This design comes from an exercise in tuning for small area, a short achievable clock period and few clock cycles per item on the open sky130 flow, not from production work. RTL that was checked went through simulation tests only; none was proved equivalent to the original.

==> inputs of v2 <==
Design vector_magnitude_offset, start of the top module:
module vector_magnitude_offset #(
    parameter int SAMPLE_WIDTH = 16
) (
    input  wire logic        clk,
    input  wire logic        rst_n,
    input  wire logic        pair_valid,
    output logic             pair_ready,
    input  wire logic [15:0] pair_x_value,
    input  wire logic [15:0] pair_y_value,
    input  wire logic        pair_last_in,
    output logic             result_valid,
    input  wire logic        result_ready,
    output logic [15:0]      result_magnitude,
    output logic             result_last_out
);
export LEC_CHECK = 0
export ABC_CLOCK_PERIOD_IN_PS = 3500
export CAP_MARGIN = 20
export CORE_MARGIN = 2
export CORE_UTILIZATION = 40
export PLACE_DENSITY = 0.6
export SETUP_SLACK_MARGIN = 3.5
export SLEW_MARGIN = 20
create_clock -name core_clock -period 7.0 [get_ports {clk}]
run.sh (not shown) runs the stock make flow with config.mk's settings and CLKGATE_MAP_FILE= SYNTH_SCRIPT=/design/flow/synth_recipe.tcl, a recipe that flattens the netlist after the stock synthesis.
==> v34 (differences from v2) <==
--- a/flow/design.v
+++ b/flow/design.v
@@ -22,12 +22,12 @@
     output logic [15:0]      result_magnitude,
     output logic             result_last_out
 );
 logic adv;
 logic [8:0] v;
-logic out_v, skid_v, ready_q, valid_q;
-assign adv = ~skid_v;
+logic out_v;
+assign adv = ~out_v | result_ready;
 always_ff @(posedge clk or negedge rst_n)
     if (!rst_n) v <= '0;
     else if (adv) v <= {v[7:0], pair_valid};
 logic [15:0] xa, xb;
 assign xa = pair_x_value[15] ? 16'(-pair_x_value) : pair_x_value;
@@ -4322,47 +4322,20 @@
 assign g1_0 = ~d1_0[19];
 assign g2_0 = ~d2_0[19];
 assign g3_0 = ~d3_0[19];
 logic [15:0] res_d;
 assign res_d = {p8_q[13:5] + 9'd1, p8_q[4:0], {g2_0, g3_0 | (g1_0 & ~g2_0)}};
-logic [15:0] out_m, skid_m;
-logic out_l, skid_l;
-logic out_v_n, skid_v_n;
-wire in_v = v[8];
-always_comb begin
-    out_v_n  = out_v;
-    skid_v_n = skid_v;
-    if (skid_v) begin
-        if (result_ready) skid_v_n = 1'b0;
-    end else if (in_v) begin
-        if (!out_v || result_ready) out_v_n = 1'b1;
-        else skid_v_n = 1'b1;
-    end else if (result_ready) begin
-        out_v_n = 1'b0;
-    end
-end
+logic [15:0] out_m;
+logic out_l;
 always_ff @(posedge clk or negedge rst_n)
-    if (!rst_n) begin
-        out_v   <= 1'b0;
-        skid_v  <= 1'b0;
-        valid_q <= 1'b0;
-        ready_q <= 1'b0;
-    end else begin
-        out_v   <= out_v_n;
-        skid_v  <= skid_v_n;
-        valid_q <= out_v_n;
-        ready_q <= ~skid_v_n;
-    end
-always_ff @(posedge clk) if (!skid_v) begin
-    skid_m <= res_d;
-    skid_l <= p8_last;
-end
-always_ff @(posedge clk) if (result_ready || (!skid_v && !out_v)) begin
-    out_m <= skid_v ? skid_m : res_d;
-    out_l <= skid_v ? skid_l : p8_last;
+    if (!rst_n) out_v <= 1'b0;
+    else if (adv) out_v <= v[8];
+always_ff @(posedge clk) if (adv) begin
+    out_m <= res_d;
+    out_l <= p8_last;
 end
-assign pair_ready       = ready_q;
-assign result_valid     = valid_q;
+assign pair_ready       = adv;
+assign result_valid     = out_v;
 assign result_magnitude = out_m;
 assign result_last_out  = out_l;
 endmodule
 `default_nettype wire
==> v30 (differences from v2) <==
--- a/flow/design.v
+++ b/flow/design.v
@@ -22,12 +22,12 @@
     output logic [15:0]      result_magnitude,
     output logic             result_last_out
 );
 logic adv;
 logic [8:0] v;
-logic out_v, skid_v, ready_q, valid_q;
-assign adv = ~skid_v;
+logic out_v;
+assign adv = ~out_v | result_ready;
 always_ff @(posedge clk or negedge rst_n)
     if (!rst_n) v <= '0;
     else if (adv) v <= {v[7:0], pair_valid};
 logic [15:0] xa, xb;
 assign xa = pair_x_value[15] ? 16'(-pair_x_value) : pair_x_value;
@@ -4322,47 +4322,20 @@
 assign g1_0 = ~d1_0[19];
 assign g2_0 = ~d2_0[19];
 assign g3_0 = ~d3_0[19];
 logic [15:0] res_d;
 assign res_d = {p8_q[13:5] + 9'd1, p8_q[4:0], {g2_0, g3_0 | (g1_0 & ~g2_0)}};
-logic [15:0] out_m, skid_m;
-logic out_l, skid_l;
-logic out_v_n, skid_v_n;
-wire in_v = v[8];
-always_comb begin
-    out_v_n  = out_v;
-    skid_v_n = skid_v;
-    if (skid_v) begin
-        if (result_ready) skid_v_n = 1'b0;
-    end else if (in_v) begin
-        if (!out_v || result_ready) out_v_n = 1'b1;
-        else skid_v_n = 1'b1;
-    end else if (result_ready) begin
-        out_v_n = 1'b0;
-    end
-end
+logic [15:0] out_m;
+logic out_l;
 always_ff @(posedge clk or negedge rst_n)
-    if (!rst_n) begin
-        out_v   <= 1'b0;
-        skid_v  <= 1'b0;
-        valid_q <= 1'b0;
-        ready_q <= 1'b0;
-    end else begin
-        out_v   <= out_v_n;
-        skid_v  <= skid_v_n;
-        valid_q <= out_v_n;
-        ready_q <= ~skid_v_n;
-    end
-always_ff @(posedge clk) if (!skid_v) begin
-    skid_m <= res_d;
-    skid_l <= p8_last;
-end
-always_ff @(posedge clk) if (result_ready || (!skid_v && !out_v)) begin
-    out_m <= skid_v ? skid_m : res_d;
-    out_l <= skid_v ? skid_l : p8_last;
+    if (!rst_n) out_v <= 1'b0;
+    else if (adv) out_v <= v[8];
+always_ff @(posedge clk) if (adv) begin
+    out_m <= res_d;
+    out_l <= p8_last;
 end
-assign pair_ready       = ready_q;
-assign result_valid     = valid_q;
+assign pair_ready       = adv;
+assign result_valid     = out_v;
 assign result_magnitude = out_m;
 assign result_last_out  = out_l;
 endmodule
 `default_nettype wire
--- a/flow/config.mk
+++ b/flow/config.mk
@@ -8,7 +8,7 @@
 export ABC_CLOCK_PERIOD_IN_PS = 3500
 export CAP_MARGIN = 20
 export CORE_MARGIN = 2
 export CORE_UTILIZATION = 40
 export PLACE_DENSITY = 0.6
-export SETUP_SLACK_MARGIN = 3.5
+export SETUP_SLACK_MARGIN = 3.62
 export SLEW_MARGIN = 20
==> summary.txt <==
Timing
  • Fmax: 296.4 MHz
  • Min Hold Slack: 410.8 ps
  • Rel. slew slack: 30.61%
  • Skew final: 15.71 ps

Finish
  • #MultiIn Comb: 1650
  • Final Core Density: 46.38%
  • Area grow syn2layout: 14.99%

Synth
  • Avg Cell Area, Syn: 11.86 um2

Routing
  • Met1 Wirelength: 23140 um
  • Drt total wl: 55440 um

GRT
  • Met2 global-route usage: 27.99%

Status
  • Status: no timing/DRC/antenna violations

Min path
  • Hold EP: p4_n[12]$_DFFE_PP_

Die
  • Die width: 269.7 um

CTS
  • Clock sinks: 376
(the above is from v30)
==> summary.txt <==
Status
  • Status: no timing/DRC/antenna violations

Finish
  • #MultiIn Comb: 1645
  • Area grow syn2layout: 14.56%
  • Final Core Density: 46.48%

Timing
  • Skew final: 16.56 ps
  • Rel. slew slack: 30.77%

Routing
  • Drt total wl: 54960 um

Die
  • Die width: 271.0 um
(the above is from v2)
==> summary.txt <==
Finish
  • Area grow syn2layout: 13.65%
  • #MultiIn Comb: 1649

CTS
  • Clock sinks: 376

Status
  • Status: no timing/DRC/antenna violations

Timing
  • Skew final: 45.81 ps
  • Fmax: 289.5 MHz

Die
  • Die width: 269.7 um

Min path
  • Hold EP: p5_n[7]$_DFFE_PP_

Routing
  • Met1 Wirelength: 22690 um
  • Drt total wl: 54650 um
(the above is from v34)
Testbench counts of v34, summed over its fixed seeds: cycles 16,080, items 16,000.
Testbench counts of v30, summed over its fixed seeds: cycles 16,080, items 16,000.
No functional check of the RTL was part of v2.

static timing again, ports no longer ideal:
In the flow no input, the clock included, has a driving cell. The finished layouts below were timed again as built, in two steps. Step 1 (the two cells are an assumption about what drives the block):
set clk [get_ports {clk}]
set_driving_cell -lib_cell sky130_fd_sc_hd__clkbuf_16 $clk
set_driving_cell -lib_cell sky130_fd_sc_hd__buf_2 [delete_from_list [all_inputs] $clk]
Step 2 also shifts input and output timing later by t, the mid clock arrival at the registers, as if the neighbouring blocks saw the same clock. Slacks: no drivers / after step 1 / after step 2; pairs: no drivers / after step 1.
| run | t (ns) | setup slack, ns | latest minus earliest clock arrival (ns) | worst register clock-pin slew, ns | worst data-port slew with drivers (ns) |
|---|---|---|---|---|---|
| v2 | 0.647 | 3.422 / 3.422 / 3.422 | 0.019 / 0.019 | 0.06 / 0.06 | 0.04 |
| v34 | 0.629 | 3.546 / 3.523 / 3.071 | 0.045 / 0.046 | 0.07 / 0.07 | 0.04 |
| v30 | 0.639 | 3.626 / 3.626 / 3.295 | 0.017 / 0.017 | 0.06 / 0.06 | 0.04 |
After both steps setup and hold are still met in every run listed. For v34, which loses most, drivers alone change the setup slack by -0.023 ns; drivers and shift together by -0.475 ns.
